What follows belongs to an exercise in optimizing a design on an open flow for small area, a short achievable clock period and few clock cycles per item; a production flow would make more cautious choices. In this exercise RTL edits were held to simulation tests only and were not proved equivalent to the original. Power and IR drop assume default switching activity.

===== run.sh =====
#!/bin/bash
# synth_recipe.tcl (not shown) runs the flow's synth.tcl, then flattens the netlist and writes it again
# the make line also repeats each setting of config.mk as NAME=value (left out here)
make -C /OpenROAD-flow-scripts/flow DESIGN_CONFIG=/design/flow/config.mk WORK_HOME=/design/flow/orfs CLKGATE_MAP_FILE= SYNTH_SCRIPT=/design/flow/synth_recipe.tcl finish

===== config.mk =====
export PLATFORM = sky130hd
export DESIGN_NAME = polymul_wb
export DESIGN_NICKNAME = polymul_wb
export VERILOG_FILES = /design/flow/design.v
export SDC_FILE = /design/flow/constraint.sdc
export NUM_CORES = 4
export LEC_CHECK = 0
export CAP_MARGIN = 20
export CORE_MARGIN = 2
export CORE_UTILIZATION = 40
export SLEW_MARGIN = 20

===== constraint.sdc =====
create_clock -name core_clock -period 7.0 [get_ports {clk}]
set_input_delay 1.4000 -clock core_clock [delete_from_list [all_inputs] [get_ports {clk}]]
set_output_delay 1.4000 -clock core_clock [all_outputs]
set_load 0.01 [all_outputs]

===== design.v =====
package polymul_pkg;
	localparam int GF_M = 8;                           
	localparam logic [GF_M-1:0] FIELD_POLY = 8'h1B;   
	localparam int COEFS = 5;                          
	localparam int DEPTH = 8;                          
	localparam int ADDR_W = 3;
	localparam int WORD_W = COEFS * GF_M;
	localparam int STEPS = DEPTH * DEPTH;              
	localparam int BUS_ADR_W = 5;                      
	localparam logic [1:0] REGION_A = 2'd0;
	localparam logic [1:0] REGION_B = 2'd1;
	localparam logic [1:0] REGION_C = 2'd2;
	localparam logic [1:0] REGION_CTRL = 2'd3;
	localparam int STAT_BUSY = 0;                      
	localparam int STAT_DONE = 1;
	typedef logic [GF_M-1:0] coef_t;
	typedef union packed {
		logic [WORD_W-1:0] raw;
		coef_t [COEFS-1:0] coef;
	} poly_word_u;
	typedef struct packed {
		logic cyc;
		logic stb;
		logic we;
		logic [BUS_ADR_W-1:0] adr;
		logic [WORD_W-1:0] dat;
	} wb_req_t;
	typedef struct packed {
		logic ack;
		logic [WORD_W-1:0] dat;
	} wb_rsp_t;
	typedef struct packed {
		logic en;
		logic [ADDR_W-1:0] addr;
		poly_word_u data;
	} mem_wr_t;
endpackage
import polymul_pkg::*;
module gf_mul (
	input polymul_pkg::coef_t a,
	input polymul_pkg::coef_t b,
	output polymul_pkg::coef_t p
);
	always_comb begin : mul_loop
		logic [GF_M-1:0] acc;
		logic [GF_M-1:0] sh;
		acc = '0;
		sh = a;
		for (int i = 0; i < GF_M; i++) begin
			if (b[i])
				acc = acc ^ sh;
			if (sh[GF_M-1])
				sh = {sh[GF_M-2:0], 1'b0} ^ FIELD_POLY;
			else
				sh = {sh[GF_M-2:0], 1'b0};
		end
		p = acc;
	end
endmodule
import polymul_pkg::*;
module gf_mac_array (
	input polymul_pkg::poly_word_u a_word,
	input polymul_pkg::poly_word_u b_hi,
	input polymul_pkg::poly_word_u b_lo,
	output polymul_pkg::poly_word_u prod
);
	logic [2*COEFS-1:0][GF_M-1:0] win;
	logic [GF_M-1:0] pp [COEFS][COEFS];
	assign win = {b_hi.coef, b_lo.coef};
	for (genvar gr = 0; gr < COEFS; gr++) begin : g_row
		for (genvar ga = 0; ga < COEFS; ga++) begin : g_col
			gf_mul u_mul (
				.a(a_word.coef[ga]),
				.b(win[COEFS + gr - ga]),
				.p(pp[gr][ga])
			);
		end
	end
	always_comb begin
		for (int r = 0; r < COEFS; r++) begin
			prod.coef[r] = '0;
			for (int k = 0; k < COEFS; k++)
				prod.coef[r] = prod.coef[r] ^ pp[r][k];
		end
	end
endmodule
import polymul_pkg::*;
module polymul_mem (
	input logic clk,
	input polymul_pkg::mem_wr_t wr,
	input logic [polymul_pkg::ADDR_W-1:0] raddr0,
	output polymul_pkg::poly_word_u rdata0,
	input logic [polymul_pkg::ADDR_W-1:0] raddr1,
	output polymul_pkg::poly_word_u rdata1
);
	logic [WORD_W-1:0] mem [DEPTH];
	always_ff @(posedge clk) begin
		if (wr.en)
			mem[wr.addr] <= wr.data;
	end
	assign rdata0 = mem[raddr0];
	assign rdata1 = mem[raddr1];
endmodule
import polymul_pkg::*;
module polymul_seq (
	input logic clk,
	input logic rst_b,
	input logic start,
	output logic busy,
	output logic finish,
	output logic [polymul_pkg::ADDR_W-1:0] a_addr,
	output logic [polymul_pkg::ADDR_W-1:0] b_hi_addr,
	output logic [polymul_pkg::ADDR_W-1:0] b_lo_addr,
	output logic [polymul_pkg::ADDR_W-1:0] c_raddr,
	input polymul_pkg::poly_word_u a_data,
	input polymul_pkg::poly_word_u b_hi_data,
	input polymul_pkg::poly_word_u b_lo_data,
	input polymul_pkg::poly_word_u c_rdata,
	output polymul_pkg::mem_wr_t c_wr
);
	typedef enum logic [1:0] {
		IDLE,
		RUN,
		DRAIN    
	} state_t;
	state_t state;
	logic [ADDR_W-1:0] p;           
	logic [ADDR_W-1:0] q;           
	logic go;
	polymul_pkg::poly_word_u prod;
	logic pipe_vld;
	logic pipe_first;               
	logic [ADDR_W-1:0] pipe_q;
	polymul_pkg::poly_word_u pipe_prod;
	assign go = (state == IDLE) & start & ~busy;
	always_ff @(posedge clk) begin
		if (!rst_b) begin
			state <= IDLE;
			p <= '0;
			q <= '0;
			busy <= 1'b0;
			finish <= 1'b0;
			pipe_vld <= 1'b0;
			pipe_first <= 1'b0;
			pipe_q <= '0;
		end else begin
			finish <= 1'b0;
			case (state)
				IDLE: if (go) begin
					state <= RUN;
					p <= '0;
					q <= '0;
				end
				RUN: begin
					q <= q + 1'b1;
					if (&q) begin   
						p <= p + 1'b1;
						if (&p)
							state <= DRAIN;
					end
				end
				DRAIN: begin
					state <= IDLE;
					finish <= 1'b1;
				end
				default: state <= IDLE;
			endcase
			if (finish)
				busy <= 1'b0;
			else if (go)
				busy <= 1'b1;
			pipe_vld <= (state == RUN);
			pipe_first <= (p == '0);
			pipe_q <= q;
		end
	end
	always_ff @(posedge clk)
		pipe_prod <= prod;
	assign a_addr = p;
	assign b_hi_addr = q - p;
	assign b_lo_addr = q - p - 1'b1;
	gf_mac_array u_mac (
		.a_word(a_data),
		.b_hi(b_hi_data),
		.b_lo(b_lo_data),
		.prod(prod)
	);
	assign c_raddr = pipe_q;
	always_comb begin
		c_wr.en = pipe_vld;
		c_wr.addr = pipe_q;
		if (pipe_first)
			c_wr.data.raw = pipe_prod.raw;
		else
			c_wr.data.raw = pipe_prod.raw ^ c_rdata.raw;   
	end
endmodule
import polymul_pkg::*;
module polymul_wb_slave (
	input logic clk,
	input logic rst_b,
	input polymul_pkg::wb_req_t req,
	output polymul_pkg::wb_rsp_t rsp,
	output polymul_pkg::mem_wr_t a_wr,
	output polymul_pkg::mem_wr_t b_wr,
	output logic [polymul_pkg::ADDR_W-1:0] host_raddr,
	input polymul_pkg::poly_word_u a_rdata,
	input polymul_pkg::poly_word_u c_rdata,
	output logic start,
	input logic busy,
	input logic finish
);
	logic [1:0] region;
	logic [ADDR_W-1:0] word;
	logic hit;                      
	logic wr_hit;
	logic locked;                   
	logic done;
	logic ack;
	logic [WORD_W-1:0] rdat;
	logic [WORD_W-1:0] rd_mux;
	logic [WORD_W-1:0] status;
	logic a_en;
	logic b_en;
	logic [ADDR_W-1:0] wr_addr;
	polymul_pkg::poly_word_u wr_data;
	assign region = req.adr[BUS_ADR_W-1 -: 2];
	assign word = req.adr[ADDR_W-1:0];
	assign hit = req.cyc & req.stb & ~ack;
	assign wr_hit = hit & req.we;
	assign locked = busy | start;
	assign host_raddr = word;
	always_comb begin
		status = '0;
		status[STAT_BUSY] = busy;
		status[STAT_DONE] = done;
		case (region)
			REGION_A: rd_mux = a_rdata.raw;
			REGION_C: rd_mux = c_rdata.raw;
			REGION_CTRL: rd_mux = status;
			default: rd_mux = '0;   
		endcase
	end
	always_ff @(posedge clk) begin
		if (!rst_b) begin
			ack <= 1'b0;
			a_en <= 1'b0;
			b_en <= 1'b0;
			start <= 1'b0;
			done <= 1'b0;
		end else begin
			ack <= hit;
			a_en <= wr_hit && region == REGION_A && !locked;
			b_en <= wr_hit && region == REGION_B && !locked;
			start <= wr_hit && region == REGION_CTRL && !locked;
			if (start)
				done <= 1'b0;
			else if (finish)
				done <= 1'b1;
		end
		if (hit) begin
			rdat <= rd_mux;
			wr_addr <= word;
			wr_data.raw <= req.dat;
		end
	end
	assign a_wr = {a_en, wr_addr, wr_data};
	assign b_wr = {b_en, wr_addr, wr_data};
	assign rsp = {ack, rdat};
endmodule
import polymul_pkg::*;
module polymul_top (
	input logic clk,
	input logic rst_b,
	input polymul_pkg::wb_req_t req,
	output polymul_pkg::wb_rsp_t rsp
);
	polymul_pkg::mem_wr_t a_wr;
	polymul_pkg::mem_wr_t b_wr;
	logic [ADDR_W-1:0] host_raddr;
	polymul_pkg::poly_word_u host_a_rdata;
	polymul_pkg::poly_word_u host_c_rdata;
	logic start;
	logic busy;
	logic finish;
	logic [ADDR_W-1:0] a_addr;
	logic [ADDR_W-1:0] b_hi_addr;
	logic [ADDR_W-1:0] b_lo_addr;
	logic [ADDR_W-1:0] c_raddr;
	polymul_pkg::poly_word_u a_data;
	polymul_pkg::poly_word_u b_hi_data;
	polymul_pkg::poly_word_u b_lo_data;
	polymul_pkg::poly_word_u c_rdata;
	polymul_pkg::mem_wr_t c_wr;
	polymul_wb_slave u_slave (
		.clk(clk),
		.rst_b(rst_b),
		.req(req),
		.rsp(rsp),
		.a_wr(a_wr),
		.b_wr(b_wr),
		.host_raddr(host_raddr),
		.a_rdata(host_a_rdata),
		.c_rdata(host_c_rdata),
		.start(start),
		.busy(busy),
		.finish(finish)
	);
	polymul_seq u_seq (
		.clk(clk),
		.rst_b(rst_b),
		.start(start),
		.busy(busy),
		.finish(finish),
		.a_addr(a_addr),
		.b_hi_addr(b_hi_addr),
		.b_lo_addr(b_lo_addr),
		.c_raddr(c_raddr),
		.a_data(a_data),
		.b_hi_data(b_hi_data),
		.b_lo_data(b_lo_data),
		.c_rdata(c_rdata),
		.c_wr(c_wr)
	);
	polymul_mem mem_a (
		.clk(clk), .wr(a_wr),
		.raddr0(a_addr), .rdata0(a_data),
		.raddr1(host_raddr), .rdata1(host_a_rdata)
	);
	polymul_mem mem_b (   
		.clk(clk), .wr(b_wr),
		.raddr0(b_hi_addr), .rdata0(b_hi_data),
		.raddr1(b_lo_addr), .rdata1(b_lo_data)
	);
	polymul_mem mem_c (
		.clk(clk), .wr(c_wr),
		.raddr0(c_raddr), .rdata0(c_rdata),
		.raddr1(host_raddr), .rdata1(host_c_rdata)
	);
endmodule
module polymul_wb (
	input logic clk,
	input logic rst_b,
	input logic wb_cyc_i,
	input logic wb_stb_i,
	input logic wb_we_i,
	input logic [4:0] wb_adr_i,
	input logic [39:0] wb_dat_i,
	output logic wb_ack_o,
	output logic [39:0] wb_dat_o
);
	polymul_pkg::wb_req_t req;
	polymul_pkg::wb_rsp_t rsp;
	assign req.cyc = wb_cyc_i;
	assign req.stb = wb_stb_i;
	assign req.we = wb_we_i;
	assign req.adr = wb_adr_i;
	assign req.dat = wb_dat_i;
	assign wb_ack_o = rsp.ack;
	assign wb_dat_o = rsp.dat;
	polymul_top u_top (
		.clk(clk),
		.rst_b(rst_b),
		.req(req),
		.rsp(rsp)
	);
endmodule

==> out/qor.yml <==
placement:
  dpl.hpwl_um: 189000
  io_buffer_count: 90
  gp_congestion: 1.08
timing:
  hold_ws_ns: 0.442
  fin_skew_ns: 0.0552
  fmax_mhz: 165
  finalSetupViolCount: 0
  max-slew-margin-rel_pct: 17.3
  tightestPinTransition_ns: 1.22
  slew_viol_final: 0
  rsz0062_at_grt: "false"
  finalCriticalPeriod_ns: 6.06
  hold_viol_final: 0
  finalSetupTns_ns: 0
  finalCritPeriodShare_pct: 86.6
power:
  ir_worst_vdd_mv: 0.229
  power_leakage_nw: 27.6
  p_per_area_mw_per_mm2: 185
clocking:
  clkLatencyLatePin_ns: 0.81
  htreeDepth: 3
  ctsResizeCount: 0
  clk_path_buf_depth: 3
  cts_made_buffers: 118
  clkTransAtPathRegs_ns: 0.07
  ctsHoldBuffers: 0
  cts_tree: "built"
  cts_root_buffer: "clkbuf_16"
  clock_sinks: 1106
  cts_setup_buffers: 0
yosys:
  syn-num-nets: 5889
  synth_seq_cells: 1106
  yosysTopAreaCell: "edfxtp_1"
  ys_warn_count: 6
  synth_edf_count: 1043
  syn-mean-instance-area_um2: 12.6
  syn_inst: 5832
  ys_top_cells_by_area: "edfxtp_1, mux4_2, xnor2_1"
  netlist_area_mm2: 0.0733
  synth_seq_area_share_pct: 44.5
  netlist.area_leader.share_pct: 42.8
  async_reset_ff_share_pct: 0
  ys.flop_type: "edfxtp_1"
  ys_types: 65
global_routing:
  grt_pass1_wl_um: 389000
  grt.overflow.total: 0
  grt_pass1_vias: 50100
  grt_antenna_before_repair: 9
  grtUsageTotal_pct: 29.6
  grt_max_degree: 80
route:
  dr.first_iter.drc_count: 6887
  remaining_drc_errors: 0
  post_drt_wl_per_cell_um: 32.9
  ant_nets: 0
  wl_um: 278000
  drt-vias-per-instance: 6.00
  drtPass1Iterations: 6
  vias: 50700
layout:
  final_cell_mix: "nor2_1, xnor2_1, edfxtp_1"
  nets: 6015
  final_common_cell: "nor2_1"
  area_growth_pct: 12.9
  n_fill_cell: 16200
  drive_above_1_share_pct: 19.7
die:
  fp.dieH_um: 432
  fp.coreArea_mm2: 0.182
  die_width_um: 432
  pin_count: 91
  rows: 157
  start_util_pct: 40.1
  die_area_mm2: 0.187
critical_path:
  timing_worst_setup_path_type: "reg -> reg"
  start_kind: "flop"
  end_kind: "flop"
  crit_path_max_fanout: 38
  required_ns: 7.69
  arrival_ns: 6.75
run:
  maxCapViolCount: 0
run_status:
  status: "complete, no violations"
worst_hold_path:
  worstHoldPathType: "reg -> reg"
synthesized netlist by cell type, types with 9 or more instances:
cell / n
nor2_1: 1583
xnor2_1: 1172
edfxtp_1: 1043
mux4_2: 518
xor2_1: 388
mux2i_1: 158
clkbuf_1: 155
buf_2: 130
xnor3_1: 127
dfxtp_1: 63
buf_1: 60
nor2b_1: 54
nand2_1: 48
buf_4: 29
buf_6: 22
nor3_1: 22
nand2b_1: 21
inv_1: 20
a21oi_1: 19
mux2i_4: 19
o22ai_1: 18
xnor2_2: 17
o21ai_0: 16
mux2_2: 14
and2_1: 11
mux2i_2: 9
nand3_1: 9
metal layers:
metal	wire length [um]	global-route usage [%]	vias up
met5	99	0	-
met4	21800	19.0	14
met3	28800	7.02	885
met2	122000	44.7	3235
met1	105000	38.3	25800
li1	-	-	20700
per-stage QoR:
stage / power, mW / area [um^2] / utilization, % / setup slack, ns / instances
CTS: 15.4 / 82600 / 45.3 / 1.08 / 8445
global route: 15.7 / 82700 / 45.3 / 0.756 / 8446
floorplan: 8.37 / 73300 / - / 1.17 / 5832
global placement: 8.96 / 78700 / 43.1 / 1.20 / 8222
detailed placement: 8.97 / 78700 / 43.1 / 1.13 / 8222
finish: 15.3 / 82700 / 45.3 / 0.936 / 8450
path summary, 6_finish.rpt:
kind                                    startpoint                   endpoint  slack (ns)  depth (start not counted)
worst max-delay path              u_top.u_seq.q[0]  u_top.u_seq.pipe_prod[33]        0.94                         16
worst min-delay path            u_top.u_seq.finish           u_top.u_seq.busy        0.44                          1
worst max register to register    u_top.u_seq.q[0]  u_top.u_seq.pipe_prod[33]        0.94                         16
worst min register to register  u_top.u_seq.finish           u_top.u_seq.busy        0.44                          1
flip-flops by register name, indices dropped and copies added, names as in the netlist, named ones only:
name	cells
u_top.mem_a.mem	320
u_top.mem_b.mem	320
u_top.mem_c.mem	320
u_top.u_seq.busy	1
u_top.u_seq.finish	1
u_top.u_seq.p	3
u_top.u_seq.pipe_first	1
u_top.u_seq.pipe_prod	40
u_top.u_seq.pipe_q	3
u_top.u_seq.pipe_vld	1
u_top.u_seq.q	3
u_top.u_seq.state	2
u_top.u_slave.a_en	1
u_top.u_slave.ack	1
u_top.u_slave.b_en	1
u_top.u_slave.done	1
u_top.u_slave.rdat	40
u_top.u_slave.start	1
u_top.u_slave.wr_addr	3
u_top.u_slave.wr_data	40
power breakdown:
part	internal (mW)	total [mW]	switching, mW
Clock	3.66	6.45	2.79
Combinational	0.485	1.10	0.614
Sequential	7.46	7.76	0.305
cells by family (layout without fill, tap and decap cells):
family	after synthesis	count (layout)	synth area share, %
simple gates	1777	1777	9.60
xor+xnor	1710	1710	23.1
flops	1106	1106	44.5
mux	718	718	19.1
buf+inv	419	648	2.74
compound gates	95	95	0.863
fa+ha+maj	7	7	0.130
other cells	0	4	0
layout make-up:
type	count	area [um^2]	area share, %
sequential	1106	32600	39.4
timing repair buffer	402	3430	4.15
clock inverter	77	828	1.00
clock buffer	146	3120	3.77
multi-input combinational	4307	39600	47.9
inverter	23	86.3	0.104
antenna	4	10.0	0.0121
tap	2385	2980	3.61
worst max-delay path: stages, from the launching register on:
cell and delay (ns):
dfxtp_1 0.34, inv_1 0.12, ha_4 0.13, inv_1 0.05, fa_4 1.19, buf_12 0.37
buf_12 0.25, mux4_2 0.56, mux2i_4 0.86, buf_12 0.28, nor2_1 0.08, xnor2_1 0.18
xnor2_1 0.16, xnor2_1 0.10, xnor2_1 0.61, xnor2_1 0.20, xnor3_1 0.41
Testbench counts, summed over its fixed seeds: cycles 5,664, runs 48.

static timing again, ports no longer ideal:
How much do the figures lean on ideal ports? The routed layout below was timed once more, with nothing changed but the port constraints. Step 1 assumes that a clkbuf_16 drives the clock port and a buf_2 every other input. Step 2 moves the port delays by t, midway between the first and last clock arrival at a register: inputs arrive t later, outputs are due t later. That takes back most of the time a late clock gives input paths. Slacks: ideal / step 1 / step 2; pairs: ideal / step 1.
shift t [ns]: 0.873
setup slack, ns: 0.936 / 0.936 / 0.936
worst data-port slew with drivers (ns): 0.08
After both steps setup and hold are still met in this run. For this run, drivers alone change the setup slack by 0.000 ns; drivers and shift together by 0.000 ns.
